What follows belongs to an exercise in optimizing a design on an open flow for small area; a production flow would make more cautious choices.
The RTL was checked by simulation tests, not by an equivalence proof against the original design.
Power figures rest on the tool's default switching activity, not on a simulated workload.

File: flow/flow/run.sh
#!/bin/bash
# Own flow: the standard layout (standard synthesis, floorplan, placement, routing) with
# two changes: port buffers use a plain buffer cell instead of the delay buffer the resizer
# picks, and clock tree synthesis uses clkbuf_8 leaf clusters without dummy loads.
# Each step's full output is in orfs/logs/ (ORFS writes one log per step); make's own output
# is in flow_make.log.
set -euo pipefail
CTS="-sink_clustering_enable -repair_clock_nets -dont_use_dummy_load"
CTS="$CTS -buf_list sky130_fd_sc_hd__clkbuf_8 -sink_clustering_size 18 -sink_clustering_max_diameter 60"
bash standard.sh \
  "CTS_ARGS=$CTS" \
  "BUFFER_PORTS_ARGS=-buffer_cell sky130_fd_sc_hd__buf_2" \
  finish > flow_make.log 2>&1
File: flow/standard.sh
#!/bin/bash
# synth_recipe.tcl (not shown) runs the flow's synth.tcl, then flattens the netlist and writes it again
# the make line also repeats each setting of config.mk as NAME=value (left out here)
make -C /OpenROAD-flow-scripts/flow DESIGN_CONFIG=/design/flow/config.mk WORK_HOME=/design/flow/orfs CLKGATE_MAP_FILE= SYNTH_SCRIPT=/design/flow/synth_recipe.tcl "${@:-finish}"
File: flow/config.mk
export PLATFORM = sky130hd
export DESIGN_NAME = ahb_sram_slave
export DESIGN_NICKNAME = ahb_sram_slave
export VERILOG_FILES = /design/flow/design.v
export SDC_FILE = /design/flow/constraint.sdc
export NUM_CORES = 4
export LEC_CHECK = 0
export CAP_MARGIN = 20
export CORE_MARGIN = 2
export CORE_UTILIZATION = 60
export SLEW_MARGIN = 20
export SYNTH_HIERARCHICAL = 1
File: flow/constraint.sdc
create_clock -name core_clock -period 7.0 [get_ports {i_clk}]
set_input_delay 1.4000 -clock core_clock [delete_from_list [all_inputs] [get_ports {i_clk}]]
set_output_delay 1.4000 -clock core_clock [all_outputs]
set_load 0.01 [all_outputs]
File: flow/design.v
package ahb_sram_pkg;
  localparam logic HRESP_OKAY    = 1'b0;
  localparam logic HRESP_ERROR   = 1'b1;
  localparam logic HTRANS_IDLE   = 1'b0;
  localparam logic HTRANS_ACTIVE = 1'b1;
endpackage
module ahb_sram_bit (
  input  logic i_clk,
  input  logic i_d,
  input  logic i_ld,
  input  logic i_hold,
  output logic o_q
);
  always_ff @(posedge i_clk) begin
    o_q <= (i_d & i_ld) | (o_q & i_hold);
  end
endmodule
module ahb_sram_rd2 (
  input  logic i_q0,
  input  logic i_sel0_n,
  input  logic i_q1,
  input  logic i_sel1_n,
  output logic o_zero
);
  assign o_zero = ~((i_q0 | i_sel0_n) & (i_q1 | i_sel1_n));
endmodule
module ahb_sram_regfile #(
  parameter int DATA_WIDTH = 32,
  parameter int DEPTH      = 64,
  parameter int LO_N       = 8,
  parameter int HI_N       = 8
) (
  input  logic                  i_clk,
  input  logic                  i_clear,
  input  logic [LO_N-1:0]       i_lo_rd,
  input  logic [LO_N-1:0]       i_lo_wr,
  input  logic [HI_N-1:0]       i_hi,
  input  logic [DATA_WIDTH-1:0] i_wdata,
  output logic [DATA_WIDTH-1:0] o_rdata
);
  localparam int NPAIR = (DEPTH + 1) / 2;
  logic [DATA_WIDTH-1:0]  mem_q [2*NPAIR];
  logic [DATA_WIDTH-1:0]  zero  [NPAIR];
  logic [2*NPAIR-1:0]     we;
  logic [2*NPAIR-1:0]     ld;
  logic [2*NPAIR-1:0]     hold;
  logic [2*NPAIR-1:0]     rsel_n;
  logic [DATA_WIDTH-1:0]  any_zero;
  always_comb begin
    for (int i = 0; i < 2*NPAIR; i++) begin
      if (i < DEPTH) begin
        we[i]     = i_lo_wr[i % LO_N] && i_hi[i / LO_N];
        rsel_n[i] = !(i_lo_rd[i % LO_N] && i_hi[i / LO_N]);
      end else begin
        we[i]     = 1'b0;
        rsel_n[i] = 1'b1;
      end
      ld[i]   = !i_clear && we[i];
      hold[i] = !i_clear && !we[i];
    end
  end
  for (genvar w = 0; w < 2*NPAIR; w++) begin : g_word
    for (genvar b = 0; b < DATA_WIDTH; b++) begin : g_bit
      ahb_sram_bit u_bit (
        .i_clk  (i_clk),
        .i_d    (i_wdata[b]),
        .i_ld   (ld[w]),
        .i_hold (hold[w]),
        .o_q    (mem_q[w][b])
      );
    end
  end
  for (genvar p = 0; p < NPAIR; p++) begin : g_pair
    for (genvar b = 0; b < DATA_WIDTH; b++) begin : g_bit
      ahb_sram_rd2 u_rd (
        .i_q0     (mem_q[2*p][b]),
        .i_sel0_n (rsel_n[2*p]),
        .i_q1     (mem_q[2*p+1][b]),
        .i_sel1_n (rsel_n[2*p+1]),
        .o_zero   (zero[p][b])
      );
    end
  end
  always_comb begin
    any_zero = '0;
    for (int p = 0; p < NPAIR; p++) begin
      any_zero = any_zero | zero[p];
    end
    o_rdata = ~any_zero & {DATA_WIDTH{|i_lo_rd}};
  end
endmodule
module ahb_sram_slave #(
  parameter int                    ADDR_WIDTH  = 32,
  parameter int                    DATA_WIDTH  = 32,
  parameter int                    DEPTH       = 64,
  parameter int                    WAIT_STATES = 0,
  parameter logic [ADDR_WIDTH-1:0] BASE_ADDR   = '0
) (
  input  logic                  i_clk,
  input  logic                  i_reset,
  input  logic                  i_hselx,
  input  logic                  i_htrans,
  input  logic                  i_hwrite,
  input  logic [ADDR_WIDTH-1:0] i_haddr,
  input  logic [DATA_WIDTH-1:0] i_hwdata,
  input  logic                  i_hready,
  output logic                  o_hreadyout,
  output logic [DATA_WIDTH-1:0] o_hrdata,
  output logic                  o_hresp
);
  localparam int                  IDX_W = (DEPTH > 1) ? $clog2(DEPTH) : 1;
  localparam int                  LO_W  = IDX_W - IDX_W / 2;
  localparam int                  HI_W  = (IDX_W / 2 > 0) ? IDX_W / 2 : 1;
  localparam int                  LO_N  = 1 << LO_W;
  localparam int                  HI_N  = 1 << HI_W;
  localparam logic [ADDR_WIDTH:0] LIMIT = (ADDR_WIDTH + 1)'(DEPTH * 4);
  logic [LO_N-1:0]       lo_rd_q, lo_wr_q;
  logic [HI_N-1:0]       hi_q;
  logic                  err1_q, err2_q;
  logic                  take;
  logic                  ok;
  logic                  addr_err;
  logic [ADDR_WIDTH-1:0] offset;
  logic [IDX_W-1:0]      idx;
  logic [LO_W-1:0]       idx_lo;
  logic [HI_W-1:0]       idx_hi;
  assign offset   = i_haddr - BASE_ADDR;
  assign addr_err = (i_haddr[1:0] != 2'b00) || ({1'b0, offset} >= LIMIT);
  assign take     = i_hselx && (i_htrans == ahb_sram_pkg::HTRANS_ACTIVE) && i_hready && !err1_q;
  assign ok       = take && !addr_err;
  assign idx      = offset[IDX_W+1:2];
  assign idx_lo   = idx[LO_W-1:0];
  assign idx_hi   = (IDX_W > LO_W) ? HI_W'(idx >> LO_W) : '0;
  always_ff @(posedge i_clk) begin
    if (i_reset) begin
      lo_rd_q <= '0;
      lo_wr_q <= '0;
      err1_q  <= 1'b0;
      err2_q  <= 1'b0;
    end else begin
      for (int i = 0; i < LO_N; i++) begin
        lo_rd_q[i] <= ok && !i_hwrite && (idx_lo == LO_W'(i));
        lo_wr_q[i] <= ok && i_hwrite && (idx_lo == LO_W'(i));
      end
      err1_q <= take && addr_err;
      err2_q <= err1_q;
    end
  end
  always_ff @(posedge i_clk) begin
    for (int j = 0; j < HI_N; j++) begin
      hi_q[j] <= (idx_hi == HI_W'(j));
    end
  end
  assign o_hreadyout = !err1_q;
  assign o_hresp     = err1_q || err2_q;
  ahb_sram_regfile #(
    .DATA_WIDTH (DATA_WIDTH),
    .DEPTH      (DEPTH),
    .LO_N       (LO_N),
    .HI_N       (HI_N)
  ) u_regfile (
    .i_clk    (i_clk),
    .i_clear  (i_reset),
    .i_lo_rd  (lo_rd_q),
    .i_lo_wr  (lo_wr_q),
    .i_hi     (hi_q),
    .i_wdata  (i_hwdata),
    .o_rdata  (o_hrdata)
  );
endmodule
==> flow_summary.toml, run 1 <==
[sta]
setup_ws_ns = 0.385
setup_viol = 0
rsz0062_at_grt = "false"
hold_violations = 0
worstMarginPinSlew_ns = 1.32
max-slew-margin-rel_pct = 11.4
clock_skew_ns = 0.0368
fin_tns_setup_ns = 0
clock.fmax_mhz = 151
drv_slew = 0
fin_crit_ns = 6.62
whs_ns = 0.477
period_share_pct = 94.5

[setup_path]
crit_fanout = 17
rrSetupSlack_ns = 4.08
max_stage_delay_ns = 1.03
cpMaxStageDelayCell = "nor4_1"
critical_path_class = "reg -> out"
worstSetupStartpoint = "hi_q[4]"
r2r-start = "hi_q[6]"
endpoint_kind = "output pin"
arrival_ns = 5.22
cp-start-kind = "register"
timing.rr.end = "u_regfile.g_word[51].g_bit[9].u_bit.o_q"
critical_path.cell_chain = "nand2_1 > buf_4 > o22ai_1 > nor4_1 > nand4_1 > nor3_1 > buf_2"
rr_worst_depth = 3
required_ns = 5.60

[hold_path]
worstHoldStart = "u_regfile.g_word[40].g_bit[9].u_bit.o_q"
holdPathStages = 1
hp-class = "reg -> reg"
hold_path_end = "u_regfile.g_word[40].g_bit[9].u_bit.o_q"

[synthesis]
syn_inst = 5799
yosysUniqueCellTypes = 33
yosysSeqAreaShare_pct = 59.6
netlist.area_leader.share_pct = 59.6
avgSynthCellArea_um2 = 12.0
yosys-top-cells-area = "dfxtp_1, a22o_1, o22ai_1"
ys_warn_count = 11
syn_nets = 5869
yosys_register_bits = 2074
synth_area_mm2 = 0.0697
synth_area_leader_cell = "dfxtp_1"

[global_routing]
grt-ovfl-total = 0
grt_pass1_wl_mm = 390
antenna_found_initial = 18
grt_pass1_vias = 56600
grt_max_degree = 65
grt_usage_pct = 43.9

[place]
numPortBuffers = 103
gp_congestion = 0.917
hpwl_mm = 159
place_ws_ns = 1.55

[detailed_routing]
dr.pass1.iters = 6
wl_per_cell_um = 34.5
dr.first_iter.drc_count = 9611
vias = 61500
wl_mm = 272
ant_nets = 0
route.detailed.drc = 0
viasPerCell = 7.81

[clock_network]
clkTransAtPathRegs_ns = 0.09
cts_inserted_buffers = 145
cts_buffer_depth = 3
post_cts_resized = 0
clock_latency_ns = 0.89
cts_tree = "built"
htreeDepth = 4
postCtsSetupRepairBufs = 0
cts-root-buf = "clkbuf_8"
cts.sinks = 2074
ctsHoldBuffers = 0

[power_and_ir_drop]
p_int_mw = 13.7
p_seq_share_pct = 65.5
ir_worst_vdd_mv = 0.209
p_clk_share_pct = 30.7
p_total_mw = 18.0
p_sw_share_pct = 23.8
power.leakage_nw = 31.1
power_density_mw_per_mm2 = 232
comb_power_share_pct = 3.8
switchingPower_mw = 4.29

[flow_run]
max_cap_viol_count = 0

[finish]
nFillCells = 8830
nets = 6414
syn2layout_area_growth_pct = 11.6
drive_gt1_share_pct = 11.8

[die]
die_y_um = 345
coreArea_mm2 = 0.116
die_area_mm2 = 0.119
io_pins = 104
num_rows = 125
die_w_um = 345
start_util_pct = 60.2

[run_status]
status = "timing/DRC/antenna clean"
[cells in the mapped netlist, drive strengths merged]
master and n:
a21oi 64, a22o 2048, and2 64, and3 1
and3b 2, and4b 1, buf 13, clkbuf 32
dfxtp 2074, inv 2, nand2 67, nand2b 2
nand3 3, nand3b 2, nand4 66, nand4b 1
nor2 6, nor2b 8, nor3 34, nor3b 3
nor4 278, o211a 1, o22ai 1024, or2 1
or4 2
[kinds of logic (layout without fill, tap and decap cells)]
logic type      count (synthesis)  in the layout  synth area share [%]
buf+inv                        47            590                 0.321
other cells                     0              5                     0
flops                        2074           2074                  59.6
simple gates                  541            541                  4.71
compound gates               3137           3137                  35.4
[cells in the final DEF, fill, tap and decap left out, types with 2 or more instances in the layout]
cell and instances:
buf_2 108, or4_4 2, nor4_4 2, a21oi_2 15, nand3_1 2, dfxtp_1 2073
buf_12 2, inv_1 2, nand2_1 65, nor2b_1 8, nor2_1 5, nor4_1 206
a22o_1 2048, nor4_2 70, o22ai_1 1024, a21oi_4 49, clkbuf_8 145, and2_1 61
nor3_2 10, and3b_1 2, nand2_2 2, nand2b_1 2, diode_2 5, and2_2 3
nand3b_1 2, nor3b_1 3, nor3_1 24, buf_4 319, buf_16 12, nand4_1 65
[modules after synthesis (local to each module, per instance), excerpt]
module          area (um2)  times used  cells inside  flip-flops and latches
ahb_sram_slave         905           1            82                      26
ahb_sram_bit          28.8        2048             2                       1
ahb_sram_rd2          6.26        1024             1                       0
[sequential cells by signal, indices dropped and copies added (netlist names)]
signal,count
lo_rd_q,8
err1_q,1
hi_q,8
err2_q,1
u_regfile.g_word.g_bit.u_bit.o_q,2048
lo_wr_q,8
[layout make-up]
class / instances / area [um2] / area share [%]
antenna: 5 / 12.5 / 0.0161
clock buffer: 145 / 2000 / 2.57
inverter: 2 / 7.51 / 0.00965
multi-input combinational: 3678 / 29000 / 37.3
sequential: 2074 / 41500 / 53.4
tap: 1524 / 1910 / 2.45
timing repair buffer: 443 / 3320 / 4.27
[power groups by stage]
stage	Combinational, mW	Sequential [mW]	Clock, mW
after global placement	0.622	12.1	0
after floorplan	0.158	12.1	0
final	0.687	11.8	5.54
after CTS	0.630	11.8	5.54
after global routing	0.682	11.8	5.94
after detailed placement	0.629	12.1	0
[how the worst max path moves through the flow]
stage,slack (ns),depth (start not counted),end
3_5_place_dp,1.55,7,o_hrdata[15]
4_1_cts,0.59,7,o_hrdata[15]
3_3_place_gp,1.16,7,o_hrdata[3]
5_1_grt,0.48,7,o_hrdata[15]
2_1_floorplan,3.53,7,o_hrdata[0]
6_report,0.38,7,o_hrdata[15]
[metrics by stage]
step | utilization, % | cells | cell area (um2)
finish | 67.2 | 7871 | 77800
global route | 67.2 | 7867 | 77800
CTS | 66.9 | 7851 | 77400
detailed placement | 65.1 | 7706 | 75400
global placement | 64.7 | 7682 | 74900
floorplan | - | 5799 | 69700
[worst max-delay path, delay by kind of cell (launching register included)]
| family | cells | cell delay (ns) |
|---|---|---|
| buf+inv | 2 | 0.60 |
| simple gates | 4 | 2.92 |
| compound gates | 1 | 0.12 |
| flops | 1 | 0.67 |
[per-layer routing]
layer | up-vias | track usage (%) | wire [um]
met5 | - | 0 | 111
met4 | 16 | 21.1 | 14300
met3 | 673 | 15.4 | 39600
met2 | 4682 | 61.1 | 110000
met1 | 30600 | 60.7 | 108000
li1 | 25600 | - | -
==> run 2, diff against run 1 <==
--- a/flow/config.mk
+++ b/flow/config.mk
@@ -8,5 +8,5 @@
 export CAP_MARGIN = 20
 export CORE_MARGIN = 2
-export CORE_UTILIZATION = 60
+export CORE_UTILIZATION = 65
 export SLEW_MARGIN = 20
 export SYNTH_HIERARCHICAL = 1
==> run 2 against run 1 <==
The layout now fails its checks (setup timing). Worst hold slack better by 0.0033 ns. Clock-buffer cell count is 5 lower. Final cell count is 2.4% lower. Setup slack got worse by 0.49 ns. Register-to-register slack worse by 0.29 ns. Sequential cell count unchanged. Highest routed layer unchanged. Via count up 1.4%.
==> flow_summary.toml, run 2 <==
[sta]
fin_crit_ns = 7.10
rsz0062_at_grt = "false"
hold_violations = 0
max-slew-margin-rel_pct = 11.6
drv_slew = 0
worstMarginPinSlew_ns = 1.31
period_share_pct = 101
setup_ws_ns = -0.102
clock_skew_ns = 0.0500
clock.fmax_mhz = 141
setup_viol = 1

[synthesis]
yosys_register_bits = 2074
synth_edf_count = 0
synth.most_common_cell = "dfxtp_1"
netlist.area_leader.share_pct = 59.6
avgSynthCellArea_um2 = 12.0
syn_nets = 5869
synth-compound-area-share_pct = 35.4
ys_warn_count = 11
synth_area_leader_cell = "dfxtp_1"
synth_area_mm2 = 0.0697
synthMuxAreaShare_pct = 0
yosys-top-cells-count = "dfxtp_1, a22o_1, o22ai_1"
synthFlopType = "dfxtp_1"
yosysUniqueCellTypes = 33
yosys-top-cells-area = "dfxtp_1, a22o_1, o22ai_1"
ys_async_sr_fraction_pct = 0
yosysSeqAreaShare_pct = 59.6
synth-adder-area-share_pct = 0
synth_top_family_by_area = "compound AO/OA/AOI/OAI gates"
synthXorXnorAreaFrac_pct = 0
syn_inst = 5799
synth-simple-area-share_pct = 4.71

[setup_path]
critical_path.cell_chain = "nand2_1 > buf_4 > o22ai_1 > nor4_1 > nand4_1 > nor3_1 > buf_2"
required_ns = 5.60
critical_path_class = "reg -> out"
crit_family = "simple AND/OR/NAND/NOR gates"
max_stage_delay_ns = 1.00
arrival_ns = 5.70
cpMaxStageDelayCell = "nor3_1"
endpoint_kind = "output pin"
crit_fanout = 17
cp-start-kind = "register"
rrSetupSlack_ns = 3.79
critPathBufInv = 2

[clock_network]
htreeDepth = 4
post_cts_resized = 0
cts_buffer_depth = 3
cts.sinks = 2074
cts_inserted_buffers = 140
ctsHoldBuffers = 0
clock_latency_ns = 0.90
cts-root-buf = "clkbuf_8"
cts_tree = "built"
clkTransAtPathRegs_ns = 0.09
postCtsSetupRepairBufs = 0

[power_and_ir_drop]
power_density_mw_per_mm2 = 232
p_seq_share_pct = 65.9
comb_power_share_pct = 3.8
p_total_mw = 17.9
power.leakage_nw = 30.8
p_sw_share_pct = 23.6
p_int_mw = 13.7
ir_worst_vdd_mv = 0.202
switchingPower_mw = 4.22
p_clk_share_pct = 30.3

[global_routing]
grt-ovfl-total = 0
grt_usage_pct = 46.8
grt_pass1_wl_mm = 391
antenna_found_initial = 20
grt_pass1_vias = 57800
grt_max_degree = 65

[finish]
nFillCells = 7680
syn2layout_area_growth_pct = 10.6
most-common-layout-cells = "dfxtp_1, a22o_1, o22ai_1"
largest_reg_flops = 2048
top_register = "u_regfile.g_word.g_bit.u_bit.o_q"
drive_gt1_share_pct = 11.1
nets = 6348
fin_area_mm2 = 0.0771
final_util_pct = 72.2
layout_commonest_cell = "dfxtp_1"

[die]
num_rows = 120
die_w_um = 331
start_util_pct = 65.3
die_y_um = 331
die_area_mm2 = 0.110
io_pins = 104
coreArea_mm2 = 0.107

[detailed_routing]
vias = 62400
dr.pass1.iters = 6
viasPerCell = 8.12
ant_nets = 0
dr.first_iter.drc_count = 10800
wl_mm = 269
route.detailed.drc = 0
wl_per_cell_um = 35.0

[place]
post_dp_cell_area_mm2 = 0.0747
numPortBuffers = 103
gp_congestion = 0.939
hpwl_mm = 156

[hold_path]
hp-class = "reg -> reg"

[run_status]
so_faults = "setup timing"
status = "complete, but fails checks"

[flow_run]
max_cap_viol_count = 0
run 2: cell counts after synthesis:
No cell type changed its count.
run 2: layer usage:
layer,vias up,share of wire [%],track usage [%]
met5,-,0.10,0
li1,25500,-,-
met3,820,17,19.8
met1,30600,38,63.5
met4,32,5.1,22.0
met2,5467,40,64.1
run 2: Yosys stat by module, one instance, submodules excluded, a selection:
module / area (um2) / flip-flops and latches / cells
ahb_sram_bit: 28.8 / 1 / 2
ahb_sram_rd2: 6.26 / 0 / 1
ahb_sram_slave: 905 / 26 / 82
run 2: cell families after synthesis:
kind of cell,after synthesis
AND/OR/NAND/NOR,541
buffers and inverters,47
AO/OA/AOI/OAI,3137
flip-flops,2074
run 2: stage by stage:
stage               TNS [ns]  hold WS [ns]  cells  setup slack [ns]
floorplan                  0         0.443   5799              3.53
global placement           0         0.456   7516             0.997
detailed placement         0         0.455   7525              1.36
CTS                        0         0.481   7665             0.385
global route               0         0.493   7681             0.198
finish                -0.102         0.480   7686            -0.102
run 2: cell type report:
class	count	area (um2)	share of cell area, %
antenna	7	17.5	0.0227
clock buffer	140	1930	2.50
inverter	2	7.51	0.00974
multi-input combinational	3678	29000	37.6
sequential	2074	41500	53.9
tap	1403	1760	2.28
timing repair buffer	382	2860	3.72
run 2: power by group through the flow:
stage | logic (mW) | registers, mW | clock network (mW)
final | 0.684 | 11.8 | 5.42
after global routing | 0.678 | 11.8 | 5.79
after detailed placement | 0.624 | 12.1 | 0
after CTS | 0.623 | 11.8 | 5.38
after global placement | 0.617 | 12.1 | 0
after floorplan | 0.158 | 12.1 | 0
run 2: worst paths after layout:
| kind | startpoint | cells past startpoint | to |
|---|---|---|---|
| hold / removal | u_regfile.g_word[24].g_bit[15].u_bit.o_q | 1 | u_regfile.g_word[24].g_bit[15].u_bit.o_q |
| setup reg to reg | hi_q[0] | 5 | u_regfile.g_word[7].g_bit[11].u_bit.o_q |
| setup / recovery | hi_q[7] | 7 | o_hrdata[15] |
| hold reg to reg | u_regfile.g_word[24].g_bit[15].u_bit.o_q | 1 | u_regfile.g_word[24].g_bit[15].u_bit.o_q |
==> run 3, diff against run 2 <==
==> flow/flow/run.sh (replaced) <==
#!/bin/bash
# Own flow: the standard layout (standard synthesis, floorplan, placement, routing) with
# two changes: port buffers use the smallest plain buffer cell instead of the delay buffer the resizer
# picks, and clock tree synthesis uses clkbuf_8 leaf clusters without dummy loads.
# Each step's full output is in orfs/logs/ (ORFS writes one log per step); make's own output
# is in flow_make.log.
set -euo pipefail
CTS="-sink_clustering_enable -repair_clock_nets -dont_use_dummy_load"
CTS="$CTS -buf_list sky130_fd_sc_hd__clkbuf_8 -sink_clustering_size 18 -sink_clustering_max_diameter 60"
bash standard.sh \
  "CTS_ARGS=$CTS" \
  "BUFFER_PORTS_ARGS=-buffer_cell sky130_fd_sc_hd__buf_1" \
  finish > flow_make.log 2>&1
==> run 3 against run 2 <==
Largest power group unchanged. Largest cell class unchanged. Utilization rose by 0.48 points. Sequential power barely moved. Critical endpoint is now o_hrdata[12]. Now clean on timing, DRC and antenna. Register-to-register slack improved by 0.24 ns. Routed wire length fell by 1.4%.
==> flow_summary.toml, run 3 <==
[run_status]
status = "timing/DRC/antenna clean"

[setup_path]
rrSetupSlack_ns = 4.03
arrival_ns = 5.55
endpoint_kind = "output pin"
crit_fanout = 22
cp-start-kind = "register"
required_ns = 5.60
critical_path_class = "reg -> out"

[sta]
rsz0062_at_grt = "false"
drv_slew = 0
hold_violations = 0
worstMarginPinSlew_ns = 1.31
fin_crit_ns = 6.95
max-slew-margin-rel_pct = 12.1
setup_viol = 0
fin_tns_setup_ns = 0
clock.fmax_mhz = 144
period_share_pct = 99.3
clock_skew_ns = 0.0378

[synthesis]
ys_async_sr_fraction_pct = 0
synthFlopType = "dfxtp_1"
yosys-top-cells-count = "dfxtp_1, a22o_1, o22ai_1"
synth_area_leader_cell = "dfxtp_1"
avgSynthCellArea_um2 = 12.0
yosysSeqAreaShare_pct = 59.6
yosysUniqueCellTypes = 33
yosys-top-cells-area = "dfxtp_1, a22o_1, o22ai_1"
yosys_register_bits = 2074
syn_inst = 5799
syn_nets = 5869
synth.most_common_cell = "dfxtp_1"
synth_area_mm2 = 0.0697
ys_warn_count = 11
synth_edf_count = 0
netlist.area_leader.share_pct = 59.6

[detailed_routing]
wl_per_cell_um = 34.2
maxUsedRoutingLayer = "met5"
wl_mm = 265
wirelength_met1_mm = 99.9
route.detailed.drc = 0
viasPerCell = 8.05
dr.first_iter.drc_count = 10300
wl_met2_mm = 106
wl_met3_mm = 45.2
dr.pass1.iters = 9
vias = 62300
ant_nets = 0

[finish]
most-common-layout-cells = "dfxtp_1, a22o_1, o22ai_1"
final_util_pct = 72.7
layout_commonest_cell = "dfxtp_1"
top_register = "u_regfile.g_word.g_bit.u_bit.o_q"
syn2layout_area_growth_pct = 11.3
largest_reg_flops = 2048
drive_gt1_share_pct = 11.1
nets = 6400

[global_routing]
grt-ovfl-total = 0
grt_pass1_wl_mm = 387
grt_pass1_vias = 58400
grt_max_degree = 65
grt_usage_pct = 46.2
antenna_found_initial = 18

[power_and_ir_drop]
comb_power_share_pct = 3.8
power_density_mw_per_mm2 = 231
p_clk_share_pct = 30.5
p_sw_share_pct = 23.5
power.leakage_nw = 30.8
switchingPower_mw = 4.23
ir_worst_vdd_mv = 0.209
p_seq_share_pct = 65.8
p_int_mw = 13.7

[hold_path]
hp-class = "reg -> reg"

[die]
io_pins = 104
die_w_um = 331
die_y_um = 331
start_util_pct = 65.3
coreArea_mm2 = 0.107
num_rows = 120
die_area_mm2 = 0.110

[clock_network]
post_cts_resized = 0
clkTransAtPathRegs_ns = 0.10
cts.sinks = 2074
cts_buffer_depth = 3
htreeDepth = 4
cts-root-buf = "clkbuf_8"
clock_latency_ns = 0.90
cts_tree = "built"
ctsHoldBuffers = 0
cts_inserted_buffers = 143
postCtsSetupRepairBufs = 0

[flow_run]
max_cap_viol_count = 0

[place]
numPortBuffers = 103
hpwl_mm = 153
gp_congestion = 0.971
## run 3: changes by cell type in the layout (fill, tap and decap cells not counted), sizes merged
cell / change
diode: +4
clkbuf: +4
buf: +48
## run 3: layer usage
layer  vias up  global-route usage (%)
li1      25600                       -
met1     30600                    61.8
met2      5308                    63.2
met3       848                    20.5
met4        18                    23.1
met5         -                       0
## run 3: through the flow
stage,hold WS [ns],cell area [um2],setup slack (ns),power (mW),instances
finish,0.470,77600,0.0505,17.9,7742
global route,0.490,77500,0.203,18.3,7732
CTS,0.474,77100,0.477,17.9,7719
detailed placement,0.455,75200,1.46,12.7,7576
global placement,0.456,74500,1.14,12.7,7544
floorplan,0.443,69700,3.53,12.2,5799
## run 3: worst paths after layout
path | startpoint | to | cells past startpoint
hold reg to reg | err1_q | err2_q | 2
hold / removal | err1_q | err2_q | 2
setup reg to reg | hi_q[5] | u_regfile.g_word[42].g_bit[27].u_bit.o_q | 4
setup / recovery | hi_q[0] | o_hrdata[12] | 7
## run 3: cells by family after synthesis
logic type | count (synthesis) | share of synthesized area [%]
simple gates | 541 | 4.71
buf+inv | 47 | 0.321
compound gates | 3137 | 35.4
flops | 2074 | 59.6
## run 3: worst max-delay path, cell delays in order, from the launching register on
cell and delay [ns]:
dfxtp_1 0.65, nand2_1 1.07, buf_4 0.29, o22ai_1 0.10
nor4_1 1.05, nand4_1 0.26, nor3_1 1.00, buf_1 0.22
## run 3: Yosys stat by module (local to each module, per instance), excerpt
module          copies in the design  flops+latches  cell area (um2)
ahb_sram_bit                    2048              1             28.8
ahb_sram_slave                     1             26              905
ahb_sram_rd2                    1024              0             6.26
## run 3: final cells by class
type	count	area, um2
sequential	2074	41500
fill	7703	29200
multi-input combinational	3678	29100
timing repair buffer	431	3170
clock buffer	143	1970
tap	1403	1760
antenna	11	27.5
inverter	2	7.51
## run 3: power groups by stage
stage / Sequential (mW) / Clock [mW] / Combinational, mW
5_1_grt: 11.8 / 5.84 / 0.668
3_5_place_dp: 12.1 / 0 / 0.613
2_1_floorplan: 12.1 / 0 / 0.158
3_3_place_gp: 12.1 / 0 / 0.603
6_report: 11.8 / 5.47 / 0.673
4_1_cts: 11.8 / 5.43 / 0.613
==> run 4, diff against run 3 <==
--- a/flow/config.mk
+++ b/flow/config.mk
@@ -6,7 +6,7 @@
 export NUM_CORES = 4
 export LEC_CHECK = 0
-export CAP_MARGIN = 20
+export CAP_MARGIN = 5
 export CORE_MARGIN = 2
-export CORE_UTILIZATION = 65
-export SLEW_MARGIN = 20
+export CORE_UTILIZATION = 60
+export SLEW_MARGIN = 5
 export SYNTH_HIERARCHICAL = 1
==> run 4 against run 3 <==
The layout now fails its checks (capacitance limit, slew limit). Global-route usage down 1.8 points. Clock skew up 0.020 ns. Largest power group unchanged. Non-clock buffer count down 35. Area after synthesis unchanged. Critical path depth up 1. Sequential cell count unchanged. Total power about the same. Setup slack worse by 0.039 ns. First-iteration DRC count down 7.0%. Routed wire length up 3.5%.
==> flow_summary.toml, run 4 <==
[setup_path]
rrSetupSlack_ns = 3.99
required_ns = 5.60
arrival_ns = 5.59
critical_path.endpoint = "o_hrdata[16]"
cpMaxStageDelayCell = "nor4_1"
cp-start-kind = "register"
rr_worst_depth = 4
endpoint_kind = "output pin"
r2r-start = "hi_q[6]"
timing.rr.end = "u_regfile.g_word[48].g_bit[30].u_bit.o_q"
critical_path_class = "reg -> out"
crit_fanout = 14
cpMostUsedCell = "buf_4"
critical_path.cell_chain = "nand2_1 > buf_4 > buf_4 > o22ai_1 > nor4_1 > nand4_1 > nor3_1 > buf_1"
worstSetupStartpoint = "lo_rd_q[1]"
max_stage_delay_ns = 1.03

[clock_network]
clkTransAtPathRegs_ns = 0.11
cts_tree = "built"
cts.sinks = 2074
clock_latency_ns = 0.91
cts_inserted_buffers = 142
cts-root-buf = "clkbuf_8"
post_cts_resized = 0
ctsHoldBuffers = 0
htreeDepth = 4
cts_buffer_depth = 3
postCtsSetupRepairBufs = 0

[global_routing]
grt_pass1_wl_mm = 393
grt_usage_pct = 44.5
grt_max_degree = 65
grt_pass1_vias = 56400
antenna_found_initial = 12
grt-ovfl-total = 0

[detailed_routing]
dr.first_iter.drc_count = 9563
route.detailed.drc = 0
dr.pass1.iters = 8
viasPerCell = 7.84
ant_nets = 0
vias = 61300
wl_per_cell_um = 35.1
wl_mm = 274

[sta]
worstMarginPinSlew_ns = 1.58
hold_violations = 0
clock.fmax_mhz = 143
max-slew-margin-rel_pct = -6.14
fin_tns_setup_ns = 0
rsz0062_at_grt = "false"
clock_skew_ns = 0.0580
drv_slew = 2
period_share_pct = 99.8
fin_crit_ns = 6.99
setup_viol = 0

[place]
hpwl_mm = 159
numPortBuffers = 103
gp_congestion = 0.909

[finish]
syn2layout_area_growth_pct = 10.3
multi_input_area_mm2 = 0.0289
nFillCells = 8914
nets = 6364
final-seq-area_mm2 = 0.0415
largest_reg_flops = 2048
top_register = "u_regfile.g_word.g_bit.u_bit.o_q"
layout_commonest_cell = "dfxtp_1"
most-common-layout-cells = "dfxtp_1, a22o_1, o22ai_1"
drive_gt1_share_pct = 9.60

[synthesis]
netlist.area_leader.share_pct = 59.6
synth_area_leader_cell = "dfxtp_1"
syn_inst = 5799
synth_edf_count = 0
syn_nets = 5869
synthFlopType = "dfxtp_1"
yosys-top-cells-count = "dfxtp_1, a22o_1, o22ai_1"
avgSynthCellArea_um2 = 12.0
ys_warn_count = 11
yosys-top-cells-area = "dfxtp_1, a22o_1, o22ai_1"
yosysSeqAreaShare_pct = 59.6
yosys_register_bits = 2074
yosysUniqueCellTypes = 33
ys_async_sr_fraction_pct = 0
synth_area_mm2 = 0.0697
synth.most_common_cell = "dfxtp_1"

[die]
start_util_pct = 60.2
die_w_um = 345
io_pins = 104
coreArea_mm2 = 0.116
num_rows = 125
die_y_um = 345
die_area_mm2 = 0.119

[power_and_ir_drop]
p_int_mw = 13.7
p_seq_share_pct = 65.7
p_clk_share_pct = 30.5
power.leakage_nw = 30.5
p_total_mw = 18.0
switchingPower_mw = 4.27
comb_power_share_pct = 3.7
power_density_mw_per_mm2 = 234
ir_worst_vdd_mv = 0.215
p_sw_share_pct = 23.8

[hold_path]
hp-class = "reg -> reg"

[flow_run]
max_cap_viol_count = 3

[run_status]
status = "complete, but fails checks"
so_faults = "capacitance limit, slew limit"
## run 4: cell counts after synthesis
Identical to the previous run, type by type.
## run 4: how the worst min path moves through the flow
| stage | end | slack [ns] | cells after the start | start |
|---|---|---|---|---|
| global route | u_regfile.g_word[34].g_bit[21].u_bit.o_q | 0.49 | 1 | u_regfile.g_word[34].g_bit[21].u_bit.o_q |
| global placement | u_regfile.g_word[41].g_bit[24].u_bit.o_q | 0.46 | 1 | u_regfile.g_word[41].g_bit[24].u_bit.o_q |
| detailed placement | u_regfile.g_word[21].g_bit[12].u_bit.o_q | 0.46 | 1 | u_regfile.g_word[21].g_bit[12].u_bit.o_q |
| CTS | u_regfile.g_word[25].g_bit[9].u_bit.o_q | 0.48 | 1 | u_regfile.g_word[25].g_bit[9].u_bit.o_q |
| floorplan | u_regfile.g_word[11].g_bit[0].u_bit.o_q | 0.44 | 1 | u_regfile.g_word[11].g_bit[0].u_bit.o_q |
| finish | u_regfile.g_word[24].g_bit[3].u_bit.o_q | 0.48 | 1 | u_regfile.g_word[24].g_bit[3].u_bit.o_q |
## run 4: area by class of cell
class                   instances  share of cell area (%)
flip-flops and latches       2074                    54.0
multi-input cells            3678                    37.5
repair buffers                396                    3.44
clock buffers                 142                    2.54
well taps                    1524                    2.48
diodes                          6                  0.0195
inverters                       2                 0.00976
## run 4: modules after synthesis, one instance, submodules excluded, excerpt
module | copies in the design | cell area [um2] | cells | flip-flops and latches
ahb_sram_bit | 2048 | 28.8 | 2 | 1
ahb_sram_slave | 1 | 905 | 82 | 26
ahb_sram_rd2 | 1024 | 6.26 | 1 | 0
## run 4: per-layer routing
layer / GRT usage, % / share of wire [%] / vias to the layer above
met1: 62.4 / 40 / 30300
met4: 21.5 / 5.5 / 14
met3: 16.3 / 15 / 734
met2: 60.1 / 39 / 4743
li1: - / - / 25500
met5: 0 / 0.051 / -
## run 4: critical path, delay by kind of cell (launching register included)
kind	cells	cell delay, ns
flops	1	0.66
simple gates	4	3.10
buf+inv	3	0.75
compound gates	1	0.14
## run 4: through the flow
step / setup slack (ns) / std cells / utilization, % / hold slack [ns] / area [um2]
final: 0.0117 / 7822 / 66.5 / 0.480 / 76900
after CTS: 0.342 / 7813 / 66.4 / 0.480 / 76900
after global routing: 0.267 / 7817 / 66.4 / 0.487 / 76900
after floorplan: 3.53 / 5799 / - / 0.443 / 69700
after detailed placement: 1.33 / 7671 / 64.7 / 0.455 / 74900
after global placement: 1.39 / 7660 / 64.5 / 0.456 / 74700
## run 4: power by group through the flow
stage / registers, mW / clock network (mW) / logic [mW]
floorplan: 12.1 / 0 / 0.158
global placement: 12.1 / 0 / 0.625
detailed placement: 12.1 / 0 / 0.631
CTS: 11.8 / 5.47 / 0.632
global route: 11.8 / 5.89 / 0.666
finish: 11.8 / 5.48 / 0.672
## run 4: cells by family (layout without fill, tap and decap cells)
kind of cell,Yosys count,after routing,share of synthesized area (%)
other cells,0,6,0
flops,2074,2074,59.6
compound gates,3137,3137,35.4
buf+inv,47,540,0.321
simple gates,541,541,4.71

==> static timing again, ports no longer ideal <==
Ports are ideal in the flow. The routed layouts listed here were re-timed in OpenROAD.
Step 1, drivers: a clkbuf_16 drives i_clk and a buf_2 each remaining input, both assumed.
Step 2 adds t to the input delays and takes it off the output delays; t is the mean of the earliest and latest rising clock arrival at the registers after step 1. Input paths then give back, and output paths get back, about the clock's delay inside the block.
Three values: ideal ports, drivers, drivers and shift; two values: the first two.
run	t (ns)	setup slack, ns	worst hold slack (ns)
run 1	0.951	0.385 / 0.308 / 1.258	0.477 / 0.477 / 0.477
run 2	0.956	-0.102 / -0.179 / 0.777	0.480 / 0.480 / 0.480
run 3	0.945	0.050 / -0.024 / 0.920	0.470 / 0.470 / 0.470
run 4	0.962	0.012 / -0.067 / 0.895	0.480 / 0.480 / 0.480
